Context: an optimization exercise on an open-source flow, tuned for small area, a short achievable clock period and few clock cycles per item. The choices shown serve that exercise and are no tape-out recipe. In this exercise RTL edits were held to simulation tests only and were not proved equivalent to the original.

==> flow/design.v <==
`timescale 1ns / 1ps
`default_nettype none
package fta_pkg;
   typedef enum logic [1:0] {
      FUNC_ADD = 2'd0,
      FUNC_SUB = 2'd1,
      FUNC_MUL = 2'd2,
      FUNC_DIV = 2'd3
   } func_type;
   localparam int EXP_BIAS    = 127;
   localparam int MANT_W      = 24;    
   localparam int DIV_BITS    = 3;     
   localparam int DIV_STAGES  = MANT_W / DIV_BITS;
   localparam int DIV_LAT     = DIV_STAGES + 1;
   localparam int AM_LAT      = 3;
   localparam int PAD_LAT     = DIV_LAT - AM_LAT;
   typedef struct packed {
      logic        sign;
      logic [7:0]  exponent;
      logic [22:0] mantissa;
      logic        oor;
   } res_type;
   function automatic res_type make_res(input logic sign, input logic signed [9:0] e,
                                        input logic [22:0] mant);
      make_res = {sign, e[7:0], mant, e[9] | e[8]};
   endfunction
endpackage
`default_nettype wire
`timescale 1ns / 1ps
`default_nettype none
import fta_pkg::*;
module fta_addsub
(
   input  wire logic        clock,
   input  wire logic        en,
   input  wire logic        a_sign,
   input  wire logic [7:0]  a_exponent,
   input  wire logic [22:0] a_mantissa,
   input  wire logic        b_sign,
   input  wire logic [7:0]  b_exponent,
   input  wire logic [22:0] b_mantissa,
   output logic [32:0]      res
);
   logic [7:0]  exp1_ff, exp1_in;
   logic [23:0] big1_ff, big1_in, sml1_ff, sml1_in;
   logic        bs1_ff, bs1_in, ss1_ff, ss1_in;
   logic [7:0]  diff;
   logic [23:0] sml_raw;
   always_comb begin
      if (a_exponent > b_exponent) begin
         diff    = a_exponent - b_exponent;
         exp1_in = a_exponent;
         big1_in = {1'b1, a_mantissa};
         bs1_in  = a_sign;
         sml_raw = {1'b1, b_mantissa};
         ss1_in  = b_sign;
      end else begin
         diff    = b_exponent - a_exponent;
         exp1_in = b_exponent;
         big1_in = {1'b1, b_mantissa};
         bs1_in  = b_sign;
         sml_raw = {1'b1, a_mantissa};
         ss1_in  = a_sign;
      end
      sml1_in = (diff >= 8'd24) ? '0 : (sml_raw >> diff[4:0]);
   end
   always_ff @(posedge clock) begin
      if (en) begin
         exp1_ff <= exp1_in;
         big1_ff <= big1_in;
         sml1_ff <= sml1_in;
         bs1_ff  <= bs1_in;
         ss1_ff  <= ss1_in;
      end
   end
   logic [7:0]  exp2_ff;
   logic [24:0] mag2_ff, mag2_in;
   logic        sg2_ff, sg2_in;
   always_comb begin
      if (bs1_ff == ss1_ff) begin
         mag2_in = {1'b0, big1_ff} + {1'b0, sml1_ff};
         sg2_in  = bs1_ff;
      end else if (big1_ff >= sml1_ff) begin
         mag2_in = {1'b0, big1_ff - sml1_ff};
         sg2_in  = bs1_ff;
      end else begin
         mag2_in = {1'b0, sml1_ff - big1_ff};
         sg2_in  = ss1_ff;
      end
   end
   always_ff @(posedge clock) begin
      if (en) begin
         exp2_ff <= exp1_ff;
         mag2_ff <= mag2_in;
         sg2_ff  <= sg2_in;
      end
   end
   fta_pkg::res_type      res_ff, res_in;
   logic [4:0]   lz;
   logic [23:0]  shifted;
   logic signed [9:0] e;
   always_comb begin
      lz = 5'd0;
      e  = '0;
      for (int i = 0; i < 24; i++) begin
         if (mag2_ff[i]) lz = 5'(23 - i);
      end
      shifted = mag2_ff[23:0] << lz;
      if (mag2_ff == '0) begin
         res_in = '0;
      end else if (mag2_ff[24]) begin
         e      = $signed({2'b00, exp2_ff}) + 10'sd1;
         res_in = fta_pkg::make_res(sg2_ff, e, mag2_ff[23:1]);
      end else begin
         e      = $signed({2'b00, exp2_ff}) - $signed({5'd0, lz});
         res_in = fta_pkg::make_res(sg2_ff, e, shifted[22:0]);
      end
   end
   always_ff @(posedge clock) begin
      if (en) res_ff <= res_in;
   end
   assign res = res_ff;
endmodule
`default_nettype wire
`timescale 1ns / 1ps
`default_nettype none
import fta_pkg::*;
module fta_mul
(
   input  wire logic        clock,
   input  wire logic        en,
   input  wire logic        a_sign,
   input  wire logic [7:0]  a_exponent,
   input  wire logic [22:0] a_mantissa,
   input  wire logic        b_sign,
   input  wire logic [7:0]  b_exponent,
   input  wire logic [22:0] b_mantissa,
   output logic [32:0]      res
);
   logic [47:0]       prod_ff;
   logic signed [9:0] exp1_ff, exp2_ff;
   logic              sg1_ff, sg2_ff;
   logic [22:0]       mant2_ff;
   fta_pkg::res_type           res_ff;
   always_ff @(posedge clock) begin
      if (en) begin
         prod_ff <= {1'b1, a_mantissa} * {1'b1, b_mantissa};
         exp1_ff <= $signed({2'b00, a_exponent}) + $signed({2'b00, b_exponent})
                    - 10'(EXP_BIAS);
         sg1_ff  <= a_sign ^ b_sign;
      end
   end
   always_ff @(posedge clock) begin
      if (en) begin
         sg2_ff <= sg1_ff;
         if (prod_ff[47]) begin
            mant2_ff <= prod_ff[46:24];
            exp2_ff  <= exp1_ff + 10'sd1;
         end else begin
            mant2_ff <= prod_ff[45:23];
            exp2_ff  <= exp1_ff;
         end
      end
   end
   always_ff @(posedge clock) begin
      if (en) res_ff <= fta_pkg::make_res(sg2_ff, exp2_ff, mant2_ff);
   end
   assign res = res_ff;
endmodule
`default_nettype wire
`timescale 1ns / 1ps
`default_nettype none
import fta_pkg::*;
module fta_div
(
   input  wire logic        clock,
   input  wire logic        en,
   input  wire logic        a_sign,
   input  wire logic [7:0]  a_exponent,
   input  wire logic [22:0] a_mantissa,
   input  wire logic        b_sign,
   input  wire logic [7:0]  b_exponent,
   input  wire logic [22:0] b_mantissa,
   output logic [32:0]      res
);
   logic [24:0]       rem_ff  [DIV_STAGES];
   logic [23:0]       quo_ff  [DIV_STAGES];
   logic [23:0]       dvs_ff  [DIV_STAGES];
   logic signed [9:0] exp_ff  [DIV_STAGES];
   logic              sg_ff   [DIV_STAGES];
   for (genvar k = 0; k < DIV_STAGES; k++) begin : g_stage
      logic [24:0]       rem_src;
      logic [23:0]       quo_src, dvs_src;
      logic signed [9:0] exp_src;
      logic              sg_src;
      logic [24:0]       rem_in;
      logic [23:0]       quo_in;
      if (k == 0) begin : g_seed
         assign rem_src = {2'b01, a_mantissa};
         assign quo_src = '0;
         assign dvs_src = {1'b1, b_mantissa};
         assign exp_src = $signed({2'b00, a_exponent}) - $signed({2'b00, b_exponent})
                          + 10'(EXP_BIAS);
         assign sg_src  = a_sign ^ b_sign;
      end else begin : g_chain
         assign rem_src = rem_ff[k-1];
         assign quo_src = quo_ff[k-1];
         assign dvs_src = dvs_ff[k-1];
         assign exp_src = exp_ff[k-1];
         assign sg_src  = sg_ff[k-1];
      end
      always_comb begin
         rem_in = rem_src;
         quo_in = quo_src;
         for (int j = 0; j < DIV_BITS; j++) begin
            if (rem_in >= {1'b0, dvs_src}) begin
               rem_in = rem_in - {1'b0, dvs_src};
               quo_in = {quo_in[22:0], 1'b1};
            end else begin
               quo_in = {quo_in[22:0], 1'b0};
            end
            rem_in = {rem_in[23:0], 1'b0};
         end
      end
      always_ff @(posedge clock) begin
         if (en) begin
            rem_ff[k] <= rem_in;
            quo_ff[k] <= quo_in;
            dvs_ff[k] <= dvs_src;
            exp_ff[k] <= exp_src;
            sg_ff[k]  <= sg_src;
         end
      end
   end
   fta_pkg::res_type res_ff;
   logic [23:0]       q;
   logic signed [9:0] qe;
   assign q  = quo_ff[DIV_STAGES-1];
   assign qe = exp_ff[DIV_STAGES-1];
   always_ff @(posedge clock) begin
      if (en) begin
         if (q[23]) begin
            res_ff <= fta_pkg::make_res(sg_ff[DIV_STAGES-1], qe, q[22:0]);
         end else begin
            res_ff <= fta_pkg::make_res(sg_ff[DIV_STAGES-1], qe - 10'sd1, {q[21:0], 1'b0});
         end
      end
   end
   assign res = res_ff;
endmodule
`default_nettype wire
`timescale 1ns / 1ps
`default_nettype none
import fta_pkg::*;
module fp32_truncating_alu_top
(
   input  wire logic        clock,
   input  wire logic        reset,
   input  wire logic        req_tvalid,
   output logic             req_tready,
   input  wire logic [71:0] req_tdata,
   output logic             rsp_tvalid,
   input  wire logic        rsp_tready,
   output logic [39:0]      rsp_tdata
);
   logic        en;
   fta_pkg::func_type    func;
   logic        a_sign, b_sign, b_sign_eff;
   logic [7:0]  a_exponent, b_exponent;
   logic [22:0] a_mantissa, b_mantissa;
   assign func       = fta_pkg::func_type'(req_tdata[1:0]);
   assign a_sign     = req_tdata[2];
   assign a_exponent = req_tdata[10:3];
   assign a_mantissa = req_tdata[33:11];
   assign b_sign     = req_tdata[34];
   assign b_exponent = req_tdata[42:35];
   assign b_mantissa = req_tdata[65:43];
   assign b_sign_eff = b_sign ^ (func == FUNC_SUB);
   logic     vld_ff [DIV_LAT];
   fta_pkg::func_type fn_ff  [DIV_LAT];
   assign en         = !vld_ff[DIV_LAT-1] || rsp_tready;
   assign req_tready = en;
   always_ff @(posedge clock) begin
      if (reset) begin
         for (int i = 0; i < DIV_LAT; i++) vld_ff[i] <= 1'b0;
      end else if (en) begin
         vld_ff[0] <= req_tvalid;
         for (int i = 1; i < DIV_LAT; i++) vld_ff[i] <= vld_ff[i-1];
      end
   end
   always_ff @(posedge clock) begin
      if (en) begin
         fn_ff[0] <= func;
         for (int i = 1; i < DIV_LAT; i++) fn_ff[i] <= fn_ff[i-1];
      end
   end
   logic [32:0] add_res, mul_res, div_res;
   fta_addsub u_add (
      .clock(clock), .en(en),
      .a_sign(a_sign), .a_exponent(a_exponent), .a_mantissa(a_mantissa),
      .b_sign(b_sign_eff), .b_exponent(b_exponent), .b_mantissa(b_mantissa),
      .res(add_res)
   );
   fta_mul u_mul (
      .clock(clock), .en(en),
      .a_sign(a_sign), .a_exponent(a_exponent), .a_mantissa(a_mantissa),
      .b_sign(b_sign), .b_exponent(b_exponent), .b_mantissa(b_mantissa),
      .res(mul_res)
   );
   fta_div u_div (
      .clock(clock), .en(en),
      .a_sign(a_sign), .a_exponent(a_exponent), .a_mantissa(a_mantissa),
      .b_sign(b_sign), .b_exponent(b_exponent), .b_mantissa(b_mantissa),
      .res(div_res)
   );
   logic [32:0] add_dly_ff [PAD_LAT];
   logic [32:0] mul_dly_ff [PAD_LAT];
   always_ff @(posedge clock) begin
      if (en) begin
         add_dly_ff[0] <= add_res;
         mul_dly_ff[0] <= mul_res;
         for (int i = 1; i < PAD_LAT; i++) begin
            add_dly_ff[i] <= add_dly_ff[i-1];
            mul_dly_ff[i] <= mul_dly_ff[i-1];
         end
      end
   end
   fta_pkg::res_type out_res;
   always_comb begin
      case (fn_ff[DIV_LAT-1])
         FUNC_ADD, FUNC_SUB: out_res = add_dly_ff[PAD_LAT-1];
         FUNC_MUL:           out_res = mul_dly_ff[PAD_LAT-1];
         FUNC_DIV:           out_res = div_res;
         default:            out_res = div_res;
      endcase
   end
   assign rsp_tvalid = vld_ff[DIV_LAT-1];
   assign rsp_tdata  = {7'd0, out_res.oor, out_res.mantissa, out_res.exponent,
                        out_res.sign};
endmodule
`default_nettype wire
==> flow/run.sh <==
#!/bin/bash
# synth_recipe.tcl (not shown) runs the flow's synth.tcl, then flattens the netlist and writes it again
# the make line also repeats each setting of config.mk as NAME=value (left out here)
make -C /OpenROAD-flow-scripts/flow DESIGN_CONFIG=/design/flow/config.mk WORK_HOME=/design/flow/orfs CLKGATE_MAP_FILE= SYNTH_SCRIPT=/design/flow/synth_recipe.tcl finish
==> flow/config.mk <==
export PLATFORM = sky130hd
export DESIGN_NAME = fp32_truncating_alu_top
export DESIGN_NICKNAME = fp32_truncating_alu_top
export VERILOG_FILES = /design/flow/design.v
export SDC_FILE = /design/flow/constraint.sdc
export NUM_CORES = 4
export LEC_CHECK = 0
export CAP_MARGIN = 20
export CORE_MARGIN = 2
export CORE_UTILIZATION = 40
export SLEW_MARGIN = 20
==> flow/constraint.sdc <==
create_clock -name core_clock -period 12.0 [get_ports {clock}]
set_input_delay 2.4000 -clock core_clock [delete_from_list [all_inputs] [get_ports {clock}]]
set_output_delay 2.4000 -clock core_clock [all_outputs]
set_load 0.01 [all_outputs]
==> impl_metrics.csv <==
group,metric,value,unit
status,status,"finished clean",
die,row_count,178,
layout,num-nets-final,10700,
cts,clock_path_buffers,3,
die,pin_count,118,
route,via_per_inst,5.40,
die,fp.dieW,491,um
timing,slew_viol_final,0,
timing,max_slew_margin,0.268,
route,vias,68000,
setup_path,cpMaxStageDelayCell,"clkdlybuf4s50_1",
global_route,globalRouteOverflowTotal,0,
die,fp.dieH,491,um
timing,period_needed,10800,ps
die,dieArea,241000,um^2
setup_path,slowest_delay,920,ps
timing,fin_setup_tns,0,ps
setup_path,critPathKind,"in -> reg",
setup_path,end_kind,"flop",
cts,post-cts-setup-buffers,0,
layout,final_common_cell,"edfxtp_1",
global_route,grt_max_degree,216,
logic_synthesis,syn_area,95000,um^2
global_route,grt_pass1_wl,390,mm
logic_synthesis,syn_inst,9151,
timing,clock.fmax,92.6,MHz
place,dpl.hpwl,200,mm
setup_path,cp-start-kind,"primary input",
route,drtPass1Iterations,6,
layout,drive_gt1_frac,0.0830,
layout,syn2layout_area_growth,10.4,%
place,portBuffers,104,
die,core-area,236000,um^2
cts,clk_latency,780,ps
layout,multi_input_area,54200,um^2
die,start_util,0.403,
layout,final_cell_mix,"edfxtp_1 (1189), inv_1 (1017), ha_1 (829)",
cts,cts-buffers-inserted,120,
cts,holdBufCountCts,0,
cts,cts_tree,"yes",
global_route,grt_pass1_vias,68400,
cts,postCtsResizedCells,0,
place,place_worst_setup_slack,555,ps
timing,hold_viol_final,0,
run,maxCapViolations,0,
cts,clockRootBuffer,"clkbuf_16",
layout,utilization,0.445,
route,initialDrtViolationCount,4210,
global_route,grt_usage,0.205,
logic_synthesis,yosysWarnings,13,
timing,hold_slack,368,ps
setup_path,cp.arrival,11290,ps
timing,finClkSkew,85.9,ps
timing,fin_crit_sh,0.900,
route,wl,252,mm
cts,cts_max_level,3,
hold_path,hold_path_class,"reg -> reg",
layout,fillCellCount,22100,
setup_path,path_common_cell,"buf_4",
logic_synthesis,synthArstFlopShare,0,
timing,rsz0062_at_grt,"false",
setup_path,required,12500,ps
layout,regArea,35900,um^2
logic_synthesis,ys_seq_area_frac,0.378,
route,drc,0,
route,routedWlPerCell,20.0,um
cts,clock_sinks,1198,
timing,setup_ws,1200,ps
place,gp_congestion,0.944,
timing,setup_viol,0,
logic_synthesis,syn_area_per_cell,10.4,um^2
logic_synthesis,ys.flop_type,"edfxtp_1",
logic_synthesis,synth-edff-count,1189,
route,ant_nets,0,
logic_synthesis,ys_ff_latch,1198,
global_route,antenna_found_initial,9,
logic_synthesis,synth.distinct_cells,102,
setup_path,crit_fanout,16,
cts,clk_pin_slew,60,ps
timing,worst_pin_slew,1090,ps
sequential cells by signal (all words and copies together) (netlist names), 8 cells and up:
name and count:
fn_ff 18, u_mul.mant2_ff 23, vld_ff 9, u_add.exp2_ff 8
u_mul.prod_ff 25, u_mul.exp2_ff 10, u_div.dvs_ff 161, u_add.res_ff 33
u_div.rem_ff 168, u_add.mag2_ff 25, u_add.sml1_ff 24, u_mul.res_ff 33
u_div.quo_ff 108, u_add.big1_ff 23, mul_dly_ff 198, u_mul.exp1_ff 10
u_div.exp_ff 79, u_div.res_ff 32, u_add.exp1_ff 8, add_dly_ff 198
worst paths after layout:
check,startpoint,to,slack (ps),cells past startpoint
setup / recovery,req_tdata[19],u_div.rem_ff[0][21],1200,36
hold reg to reg,add_dly_ff[0][4],add_dly_ff[1][4],370,0
setup reg to reg,u_div.dvs_ff[1][1],u_div.rem_ff[2][17],1510,34
hold / removal,add_dly_ff[0][4],add_dly_ff[1][4],370,0
logic make-up (layout without fill, tap and decap cells):
| family | after synthesis | count (layout) | synth area share |
|---|---|---|---|
| AND/OR/NAND/NOR | 2300 | 2300 | 0.112 |
| AO/OA/AOI/OAI | 2005 | 2005 | 0.135 |
| adder cells (fa/ha/maj) | 1326 | 1326 | 0.214 |
| buffers and inverters | 1304 | 1584 | 0.0526 |
| flip-flops | 1198 | 1198 | 0.378 |
| XOR/XNOR | 542 | 542 | 0.0500 |
| multiplexers | 475 | 475 | 0.0585 |
| other | 1 | 12 | 0.0000395 |
metrics by stage:
stage | area [um^2] | cells
4_1_cts | 105000 | 12600
5_1_grt | 105000 | 12600
3_3_place_gp | 101000 | 12400
2_1_floorplan | 95000 | 9157
6_report | 105000 | 12600
3_5_place_dp | 101000 | 12400
cell usage after synthesis (223+ instances only):
master       n  area [um^2]
clkbuf_1   223          837
nor2_1     620         2330
edfxtp_1  1189        35700
o21ai_0    365         1830
ha_1       829        10400
a21o_1     277         2080
a21oi_1    638         3190
xnor2_1    369         3230
inv_1     1017         3820
nand2_1    806         3030
fa_1       497         9950
mux2_2     225         2530
layer usage:
layer	global-route usage	wire [um]	up-vias
met5	0	0	-
met4	0.0690	8820	0
met3	0.0206	11200	404
met2	0.353	122000	1679
met1	0.268	110000	33300
li1	-	-	32600
worst max-delay path, delay by kind of cell:
kind | cells | cell delay [ps]
compound gates | 21 | 4880
simple gates | 2 | 240
mux | 2 | 550
xor+xnor | 1 | 150
fa+ha+maj | 3 | 1250
buf+inv | 7 | 1800
area by class of cell:
cell class | count | share of cell area
multi-input combinational | 6655 | 0.517
clock inverter | 92 | 0.0103
sequential | 1198 | 0.342
timing repair buffer | 331 | 0.0268
antenna | 5 | 0.000119
clock buffer | 136 | 0.0292
inverter | 1025 | 0.0369
tap | 3150 | 0.0376
Testbench counts, summed over its fixed seeds: cycles 16,072, items 16,000.

==> static timing again, ports no longer ideal <==
No port has a modelled driver above. Below, the same layout with a new extraction and two added sets of constraints. Step 1: set_driving_cell puts a clkbuf_16 on clock and a buf_2 on each other input, an assumption about the parent block. Step 2 times the ports against the registers' clock, not the clock port: input delays grow and output delays shrink by t, the midpoint of the rising clock arrivals with the driver on. Slacks: no drivers / after step 1 / after step 2; pairs: no drivers / after step 1.
t (ns): 0.816
setup WS [ns]: 1.204 / 1.257 / 0.441
clock arrival spread, ns: 0.089 / 0.090
After both steps this run still meets setup and hold. For this run, drivers alone change the setup slack by +0.053 ns; drivers and shift together by -0.763 ns.
